Source: an optimization exercise on an open RTL-to-GDS flow (aim: a short achievable clock period and few clock cycles). Production flows keep margins and buffers that such runs may drop.
Function was checked by simulation only, so behaviour that the tests miss may differ from the original.
No activity file was given, so power comes from the tool's default toggle rates.

File: design/flow/config.mk
export PLATFORM = sky130hd
export DESIGN_NAME = rv_core
export DESIGN_NICKNAME = rv_core
export VERILOG_FILES = /design/flow/design.v
export SDC_FILE = /design/flow/constraint.sdc
export NUM_CORES = 4
export LEC_CHECK = 0
export CAP_MARGIN = 20
export CORE_MARGIN = 2
export CORE_UTILIZATION = 25
export PLACE_DENSITY = 0.45
export SLEW_MARGIN = 20
File: design/flow/constraint.sdc
create_clock -name core_clock -period 20.0 [get_ports {clock}]
set_input_delay 4.0000 -clock core_clock [delete_from_list [all_inputs] [get_ports {clock}]]
set_output_delay 4.0000 -clock core_clock [all_outputs]
set_load 0.01 [all_outputs]
File: design/flow/design.v
`timescale 1ns/10ps
package rv_isa_pkg;
    localparam int XLEN       = 32;
    localparam int NUM_REGS   = 32;
    localparam int IMEM_DEPTH = 64;
    localparam int DMEM_DEPTH = 64;
    localparam int MEM_IDX_W  = $clog2(IMEM_DEPTH);   
    localparam int PC_STEP    = 4;
    typedef logic [XLEN-1:0]              word_t;
    typedef logic [$clog2(NUM_REGS)-1:0]  reg_addr_t;
    typedef logic [MEM_IDX_W-1:0]         mem_index_t;
    typedef logic [6:0]                   opcode_t;
    localparam opcode_t OPC_OP     = 7'b0110011;
    localparam opcode_t OPC_OP_IMM = 7'b0010011;
    localparam opcode_t OPC_LOAD   = 7'b0000011;
    localparam opcode_t OPC_STORE  = 7'b0100011;
    localparam opcode_t OPC_BRANCH = 7'b1100011;
    localparam opcode_t OPC_JAL    = 7'b1101111;
    localparam opcode_t OPC_JALR   = 7'b1100111;
    localparam opcode_t OPC_LUI    = 7'b0110111;
    localparam opcode_t OPC_AUIPC  = 7'b0010111;
    typedef enum logic [3:0] {
        ALU_ADD,
        ALU_SUB,
        ALU_AND,
        ALU_OR,
        ALU_XOR,
        ALU_SLL,
        ALU_SRL,
        ALU_SRA,
        ALU_SLT,
        ALU_SLTU,
        ALU_EQ      
    } alu_op_t;
endpackage
`timescale 1ns/10ps
package core_ctrl_pkg;
    typedef enum logic [3:0] {
        ALU_REG,
        ALU_IMM,
        LOAD,
        STORE,
        BRANCH,
        JAL,
        JALR,
        LUI,
        AUIPC,
        ILLEGAL
    } instr_class_t;
    typedef enum logic [2:0] {
        FETCH,
        DECODE,
        EXECUTE,
        MEMORY,
        WRITE_BACK,
        NEXT_PC
    } seq_state_t;
    typedef enum logic [1:0] {
        HOLD,         
        STEP,
        OFFSET,
        REG_TARGET
    } pc_sel_t;
    typedef enum logic [2:0] {
        LINK,
        IMM_U,
        PC_IMM_U,
        ALU,
        MEM
    } wb_sel_t;
    typedef struct packed {
        instr_class_t          instr_class;
        logic [3:0]           alu_op;
        logic [4:0]            rs1;
        logic [4:0]            rs2;
        logic [4:0]            rd;
        logic [31:0]           imm;      
        logic [31:0]           pc;       
        logic [2:0]            funct3;
    } decoded_t;
    typedef struct packed {
        logic    ir_load;
        pc_sel_t pc_sel;
        logic    use_imm;
        logic    result_load;
        logic    mem_we;
        logic    mem_re;
        logic    rf_we;
        wb_sel_t wb_sel;
    } ctrl_t;
    typedef struct packed {
        logic                  valid;
        logic [4:0]            rd;
        logic [31:0]           data;
    } wb_event_t;
    typedef struct packed {
        logic              valid;
        logic [31:0]       addr;     
        logic [31:0]       data;
    } store_event_t;
endpackage
`timescale 1ns/10ps
module alu (
    input  logic        sel_add,
    input  logic        sel_sub,
    input  logic        sel_and,
    input  logic        sel_or,
    input  logic        sel_xor,
    input  logic        sel_sll,
    input  logic        sel_srl,
    input  logic        sel_sra,
    input  logic        sel_slt,
    input  logic        sel_sltu,
    input  logic [31:0] a,
    input  logic [31:0] b,
    output logic [31:0] result
);
    logic [4:0]  shamt;
    logic [31:0] sum;
    logic [31:0] diff;
    logic        lt_s;
    logic        lt_u;
    logic [31:0] sll;
    logic [31:0] srx;
    assign shamt = b[4:0];
    assign sum   = a + b;
    assign diff  = a - b;
    assign lt_u  = a < b;
    assign lt_s  = (a[31] ^ b[31]) ? a[31] : lt_u;
    assign sll   = a << shamt;
    assign srx   = 32'($signed({sel_sra & a[31], a}) >>> shamt);
    assign result = ({32{sel_add}}  & sum)
                  | ({32{sel_sub}}  & diff)
                  | ({32{sel_and}}  & (a & b))
                  | ({32{sel_or}}   & (a | b))
                  | ({32{sel_xor}}  & (a ^ b))
                  | ({32{sel_sll}}  & sll)
                  | ({32{sel_srl | sel_sra}} & srx)
                  | {31'b0, (sel_slt & lt_s) | (sel_sltu & lt_u)};
endmodule
`timescale 1ns/10ps
module reg_file (
    input  logic        clock,
    input  logic        data_mem_rst,
    input  logic [4:0]  rs1_addr,
    input  logic [4:0]  rs2_addr,
    input  logic        we,
    input  logic [4:0]  rd,
    input  logic [31:0] wdata,
    output logic [31:0] rs1_data,
    output logic [31:0] rs2_data
);
    logic [31:0] regs [1:31];
    always_ff @(posedge clock) begin
        for (int i = 1; i < 32; i++) begin
            if (data_mem_rst) begin
                regs[i] <= '0;
            end else if (we && rd == 5'(i)) begin
                regs[i] <= wdata;
            end
        end
    end
    assign rs1_data = (rs1_addr == 5'd0) ? 32'd0 : regs[rs1_addr];
    assign rs2_data = (rs2_addr == 5'd0) ? 32'd0 : regs[rs2_addr];
endmodule
`timescale 1ns/10ps
module instr_fetch (
    input  logic        clock,
    input  logic        imem_we,
    input  logic [5:0]  imem_addr,
    input  logic [31:0] imem_data,
    input  logic [5:0]  seq_idx,
    input  logic [5:0]  tgt_idx,
    input  logic [5:0]  jr_idx,
    output logic [31:0] seq_word,
    output logic [31:0] tgt_word,
    output logic [31:0] jr_word,
    output logic [31:0] first_word    
);
    logic [31:0] imem [64];
    always_ff @(posedge clock) begin
        if (imem_we) begin
            imem[imem_addr] <= imem_data;   
        end
    end
    assign seq_word   = imem[seq_idx];
    assign tgt_word   = imem[tgt_idx];
    assign jr_word    = imem[jr_idx];
    assign first_word = (imem_we && imem_addr == 6'd0) ? imem_data : imem[0];
endmodule
`timescale 1ns/10ps
module core_sequencer (
    input  logic [2:0]  funct3,
    input  logic [31:0] a,
    input  logic [31:0] b,
    output logic        taken
);
    logic eq;
    logic lt_u;
    logic lt_s;
    logic cond;
    assign eq   = (a == b);
    assign lt_u = (a < b);
    assign lt_s = (a[31] ^ b[31]) ? a[31] : lt_u;
    always_comb begin
        case (funct3[2:1])
            2'b00:   cond = eq;
            2'b10:   cond = lt_s;
            default: cond = lt_u;
        endcase
    end
    assign taken = cond ^ funct3[0];
endmodule
`timescale 1ns/10ps
module execute_unit (
    input  logic        clock,
    input  logic        data_mem_rst,
    input  logic [5:0]  rd_idx,
    output logic [31:0] rd_word,
    input  logic        we,
    input  logic [5:0]  wr_idx,
    input  logic [31:0] wr_word
);
    logic [31:0] dmem [64];
    always_ff @(posedge clock) begin
        for (int i = 0; i < 64; i++) begin
            if (data_mem_rst) begin
                dmem[i] <= '0;
            end else if (we && wr_idx == 6'(i)) begin
                dmem[i] <= wr_word;
            end
        end
    end
    assign rd_word = dmem[rd_idx];
endmodule
`timescale 1ns/10ps
module rv_core (
    input  logic        clock,
    input  logic        data_mem_rst,
    input  logic        imem_we,
    input  logic [5:0]  imem_addr,
    input  logic [31:0] imem_data,
    output logic [31:0] pc,
    output logic        retire_valid,
    output logic [4:0]  retire_rd,
    output logic [31:0] retire_data,
    output logic        store_valid,
    output logic [31:0] store_addr,
    output logic [31:0] store_data
);
    logic [31:0] pc_q;       
    logic [31:0] ir_q;
    logic [6:0]  opc;
    logic [2:0]  f3;
    logic [4:0]  rd, rs1, rs2;
    logic        alt;
    logic        is_op, is_opi, is_ld, is_st, is_br, is_jal, is_jalr, is_lui, is_auipc;
    logic        writes_rd;
    logic [31:0] imm_i, imm_s, imm_b, imm_j, imm_u;
    assign opc = ir_q[6:0];
    assign f3  = ir_q[14:12];
    assign rd  = ir_q[11:7];
    assign rs1 = ir_q[19:15];
    assign rs2 = ir_q[24:20];
    assign alt = ir_q[30];
    assign is_op    = (opc == 7'b0110011);
    assign is_opi   = (opc == 7'b0010011);
    assign is_ld    = (opc == 7'b0000011);
    assign is_st    = (opc == 7'b0100011);
    assign is_br    = (opc == 7'b1100011) && (f3[2:1] != 2'b01);
    assign is_jal   = (opc == 7'b1101111);
    assign is_jalr  = (opc == 7'b1100111);
    assign is_lui   = (opc == 7'b0110111);
    assign is_auipc = (opc == 7'b0010111);
    assign writes_rd = is_op | is_opi | is_ld | is_jal | is_jalr | is_lui | is_auipc;
    assign imm_i = {{20{ir_q[31]}}, ir_q[31:20]};
    assign imm_s = {{20{ir_q[31]}}, ir_q[31:25], ir_q[11:7]};
    assign imm_b = {{19{ir_q[31]}}, ir_q[31], ir_q[7], ir_q[30:25], ir_q[11:8], 1'b0};
    assign imm_j = {{11{ir_q[31]}}, ir_q[31], ir_q[19:12], ir_q[20], ir_q[30:21], 1'b0};
    assign imm_u = {ir_q[31:12], 12'b0};
    logic [31:0] a, b;
    logic        rf_we;
    logic [31:0] wdata;
    assign rf_we = writes_rd && (rd != 5'd0);
    reg_file u_reg_file (
        .clock        (clock),
        .data_mem_rst (data_mem_rst),
        .rs1_addr     (rs1),
        .rs2_addr     (rs2),
        .we           (rf_we),
        .rd           (rd),
        .wdata        (wdata),
        .rs1_data     (a),
        .rs2_data     (b)
    );
    logic        is_alu;
    logic [31:0] alu_b;
    logic [31:0] alu_result;
    assign is_alu = is_op | is_opi;
    assign alu_b  = is_op ? b : imm_i;
    alu u_alu (
        .sel_add  (is_alu && f3 == 3'b000 && !(is_op && alt)),
        .sel_sub  (is_op  && f3 == 3'b000 && alt),
        .sel_and  (is_alu && f3 == 3'b111),
        .sel_or   (is_alu && f3 == 3'b110),
        .sel_xor  (is_alu && f3 == 3'b100),
        .sel_sll  (is_alu && f3 == 3'b001),
        .sel_srl  (is_alu && f3 == 3'b101 && !alt),
        .sel_sra  (is_alu && f3 == 3'b101 && alt),
        .sel_slt  (is_alu && f3 == 3'b010),
        .sel_sltu (is_alu && f3 == 3'b011),
        .a        (a),
        .b        (alu_b),
        .result   (alu_result)
    );
    logic taken;
    core_sequencer u_branch (
        .funct3 (f3),
        .a      (a),
        .b      (b),
        .taken  (taken)
    );
    logic [7:0]  ld_lo;
    logic [31:0] st_addr;
    logic [31:0] ld_word;
    assign ld_lo   = a[7:0] + imm_i[7:0];
    assign st_addr = a + imm_s;
    execute_unit u_dmem (
        .clock        (clock),
        .data_mem_rst (data_mem_rst),
        .rd_idx       (ld_lo[7:2]),
        .rd_word      (ld_word),
        .we           (is_st),
        .wr_idx       (st_addr[7:2]),
        .wr_word      (b)
    );
    logic [31:0] pc4;
    assign pc4 = pc_q + 32'd4;
    always_comb begin
        wdata = ({32{is_alu}}           & alu_result)
              | ({32{is_ld}}            & ld_word)
              | ({32{is_lui}}           & imm_u)
              | ({32{is_auipc}}         & (pc_q + imm_u))
              | ({32{is_jal | is_jalr}} & pc4);
    end
    logic        to_tgt;
    logic [31:0] imm_bj;
    logic [31:0] pc_tgt;
    logic [31:0] pc_jr;
    logic [7:0]  tgt_lo;
    logic [31:0] seq_word, tgt_word, jr_word, first_word;
    logic [31:0] next_pc;
    logic [31:0] next_ir;
    assign to_tgt = is_jal | (is_br & taken);
    assign imm_bj = is_jal ? imm_j : imm_b;
    assign pc_tgt = pc_q + imm_bj;
    assign pc_jr  = (a + imm_i) & ~32'd1;
    assign tgt_lo = pc_q[7:0] + imm_bj[7:0];
    instr_fetch u_instr_fetch (
        .clock      (clock),
        .imem_we    (imem_we),
        .imem_addr  (imem_addr),
        .imem_data  (imem_data),
        .seq_idx    (pc_q[7:2] + 6'd1),
        .tgt_idx    (tgt_lo[7:2]),
        .jr_idx     (ld_lo[7:2]),
        .seq_word   (seq_word),
        .tgt_word   (tgt_word),
        .jr_word    (jr_word),
        .first_word (first_word)
    );
    always_comb begin
        if (is_jalr) begin
            next_pc = pc_jr;
            next_ir = jr_word;
        end else if (to_tgt) begin
            next_pc = pc_tgt;
            next_ir = tgt_word;
        end else begin
            next_pc = pc4;
            next_ir = seq_word;
        end
    end
    always_ff @(posedge clock) begin
        if (data_mem_rst) begin
            pc_q <= '0;
            ir_q <= first_word;
        end else begin
            pc_q <= next_pc;
            ir_q <= next_ir;
        end
    end
    always_ff @(posedge clock) begin
        if (data_mem_rst) begin
            pc           <= '0;
            retire_valid <= 1'b0;
            store_valid  <= 1'b0;
        end else begin
            pc           <= pc_q;
            retire_valid <= writes_rd;
            store_valid  <= is_st;
        end
        retire_rd   <= rd;
        retire_data <= wdata;
        store_addr  <= st_addr;
        store_data  <= b;
    end
endmodule
File: design/flow/run.sh
#!/bin/bash
# synth_recipe.tcl (not shown) runs the flow's synth.tcl, then flattens the netlist and writes it again
# the make line also repeats each setting of config.mk as NAME=value (left out here)
make -C /OpenROAD-flow-scripts/flow DESIGN_CONFIG=/design/flow/config.mk WORK_HOME=/design/flow/orfs CLKGATE_MAP_FILE= SYNTH_SCRIPT=/design/flow/synth_recipe.tcl finish
==> flow_metrics.tcl <==
set metrics [dict create \
    ir_drop_uv 159.2 \
    fin_skew_ns 0.1571 \
    drv_cap 0 \
    clockRootBuffer "clkbuf_16" \
    syn2layout_area_growth_pct 16.23 \
    cts_made_buffers 638 \
    ys_ff_latch 5285 \
    core_area_sq_um 1066000 \
    async_reset_ff_share_pct 0 \
    clock_sinks 5285 \
    start_util_pct 25.09 \
    yosysTopAreaCell "dfxtp_1" \
    synth.most_common_cell "nand2_1" \
    finalSetupViolations 0 \
    avgSynthCellArea_sq_um 10.09 \
    post-dp-hpwl_microns 978600 \
    critPathMostFrequentCell "buf_4" \
    slowest_delay_ns 1.15 \
    cts_max_level 6 \
    die_height_microns 1038 \
    post-route-cell-area_sq_um 310700 \
    worst-path-max-fanout 32 \
    synth_enable_flop_cells 2048 \
    fin_setup_tns_ns 0 \
    grt_usage_pct 28.17 \
    clock.fmax_ghz 0.07618 \
    hold_violations 0 \
    hold_path_class "flip-flop to flip-flop" \
    first_pass_iters 11 \
    path_clk_slew_ns 0.07 \
    powerDensity_nw_per_um2 139.3 \
    synth_area_leaders "dfxtp_1, edfxtp_1, mux4_2" \
    tightest_slew_ns 1.372 \
    rrSetupSlack_ns 6.87 \
    leakage_nw 98.32 \
    drive_above_1_share_pct 16.74 \
    power_mw 43.29 \
    ys_top_cells_by_count "nand2_1, dfxtp_1, a21oi_1, clkbuf_1, edfxtp_1" \
    grt_pass1_vias 229689 \
    yosysSeqAreaShare_pct 47.25 \
    cp_slowest_cell "nor4_1" \
    period_share_pct 65.63 \
    syn-num-nets 26744 \
    synth_area_sq_um 267300 \
    min_period_ns 13.13 \
    place_ws_ns 8.075 \
    post_cts_buffers 0 \
    rsz0062_at_grt "false" \
    cts_tree "done" \
    start_kind "flip-flop" \
    io_buffers 174 \
    grt_pass1_wl_microns 2103000 \
    status "timing/DRC/antenna clean" \
    cts_resized 0 \
    slew_headroom_pct 7.944 \
    hold_path.startpoint "u_dmem.dmem[39][20]" \
    crit_arrival_ns 14.10 \
    drv_slew 0 \
    dpl_cell_area_sq_um 289200 \
    syn-instance-count 26482 \
    required_ns 20.98 \
    worstSetupPathType "flip-flop to flip-flop" \
    drt_iter0_drc 46067 \
    ys.warnings.count 39 \
    dp.cells 39174 \
    die_w_microns 1038 \
    die_area_sq_um 1078000 \
    post-route-drc-count 0 \
    rows 379 \
    stdcell_count 40520 \
    cts_max_path_buffers 5 \
    synth_ff_type "dfxtp_1" \
    ys_types 104 \
    r2r-start "ir_q[19]" \
    pin_count 176 \
    gr-total-overflow 0 \
    synth_top_cell_area_share_pct 24.24 \
    startpoint "ir_q[19]" \
    clock_latency_ns 1.21 \
    fin_ws_ns 6.873 \
    grt_max_degree 216 \
    gp_congestion 1.004 \
    critPathCaptureType "flip-flop" \
    wl_microns 1592000 \
    viasPerCell 6.196 \
    routedWlPerCell_microns 39.29 \
    drtAntennaViolNets 0 \
    antenna_found_initial 202 \
    layout.nets 25985 \
    postCtsHoldBufs 0 \
    route.vias.total 251078 \
]
==> through the flow <==
| step | utilization [%] | hold slack (ns) |
|---|---|---|
| 2_1_floorplan | - | 0.3540 |
| 3_3_place_gp | 27.09 | 0.4386 |
| 3_5_place_dp | 27.14 | 0.4420 |
| 4_1_cts | 29.10 | 0.4502 |
| 5_1_grt | 29.13 | 0.4668 |
| 6_report | 29.16 | 0.4527 |
==> per-layer routing <==
layer	part of all wire (%)	global-route usage, %	up-vias
met1	37	34.95	126306
met5	0.11	0.9080	-
met2	41	40.32	21114
met4	8.1	19.22	113
met3	14	10.70	5617
li1	-	-	97928
==> critical path, delay by kind of cell, from the launching register on <==
family | cells | cell delay [ns]
buffers and inverters | 7 | 2.60
adders and majority gates | 1 | 0.56
DFF | 1 | 0.83
AOI/OAI and AO/OA | 11 | 4.90
and+or+nand+nor | 6 | 3.59
xor gates and xnor gates | 1 | 0.17
==> state kept, by name, indices dropped and copies added, names as in the netlist <==
register and count:
u_dmem.dmem 2048, u_instr_fetch.imem 2048, u_reg_file.regs 992, ir_q 32, retire_data 32, store_addr 32, store_data 32, pc 31
pc_q 31, retire_rd 5, retire_valid 1, store_valid 1
==> worst paths after layout <==
kind / to / cells past startpoint
hold reg to reg: u_dmem.dmem[39][20] / 2
hold / removal: u_dmem.dmem[39][20] / 2
setup reg to reg: u_reg_file.regs[30][23] / 26
setup / recovery: u_reg_file.regs[30][23] / 26
==> area by class of cell <==
| class | count | area (sq um) |
|---|---|---|
| Multi-Input combinational cell | 18359 | 134300 |
| Antenna cell | 212 | 530.5 |
| Sequential cell | 5285 | 126300 |
| Clock buffer | 886 | 17930 |
| Tap cell | 14097 | 17640 |
| Timing Repair Buffer | 1217 | 10170 |
| Clock inverter | 242 | 2940 |
| Inverter | 222 | 838.3 |
| Fill cell | 109261 | 754900 |
==> report_power, final <==
group          leakage, nW  total [mW]  switching [mW]  internal [mW]
registers             44.5        11.6           0.237           11.3
clock network         10.2        12.0            5.15           6.85
logic                 43.6        19.7            13.3           6.37
==> logic make-up after synthesis <==
kind of cell    synth area share (%)
compound gates                 16.78
flops                          47.25
xor+xnor                      0.4522
buf+inv                        4.098
simple gates                   14.89
fa+ha+maj                      1.051
other cells                 0.001403
mux                            15.49
==> placed cells by master (no fill, tap or decap), types with 73 or more instances in the layout <==
cell type and instances:
o211ai_1 139, nor3_1 131, clkbuf_16 641, a221oi_1 112, a221o_1 130, nor2_1 1312
nor2_4 202, inv_1 213, xnor2_1 78, nor3b_1 73, nand4_1 294, ha_1 213
mux4_2 1700, a21oi_1 2596, a22oi_1 913, o21ai_0 353, nand2_1 5435, clkbuf_8 97
diode_2 212, a222oi_1 97, nor2b_1 189, edfxtp_1 2048, dfxtp_1 3225, mux2i_1 261
a211oi_1 992, buf_4 984, and3_1 309, a22o_1 141, clkbuf_1 148, nand3_1 850
clkdlybuf4s50_1 141, a311oi_1 227, a2111oi_0 112, a32oi_1 80
Testbench counts, summed over its fixed seeds: cycles 78,722.

re-timing with driven ports:
How much do the figures lean on ideal ports? The routed layout below was timed once more, with nothing changed but the port constraints.
Step 1 assumes that a clkbuf_16 drives the clock port and a buf_2 every other input.
Step 2, shift: input delay + t, output delay - t, t = (earliest + latest rising clock arrival at the registers) / 2. This alone moves slack from input paths to output paths.
Three values: ideal ports, drivers, drivers and shift; two values: the first two.
t (ns): 1.271
slack for setup (ns): 6.873 / 6.873 / 6.873
worst register clock-pin slew, ns: 0.08 / 0.08
worst data-port slew with drivers (ns): 0.43
cell pins on the clock port's net: 1
After both steps setup and hold are still met in this run. For this run, drivers alone change the setup slack by 0.000 ns; drivers and shift together by 0.000 ns.
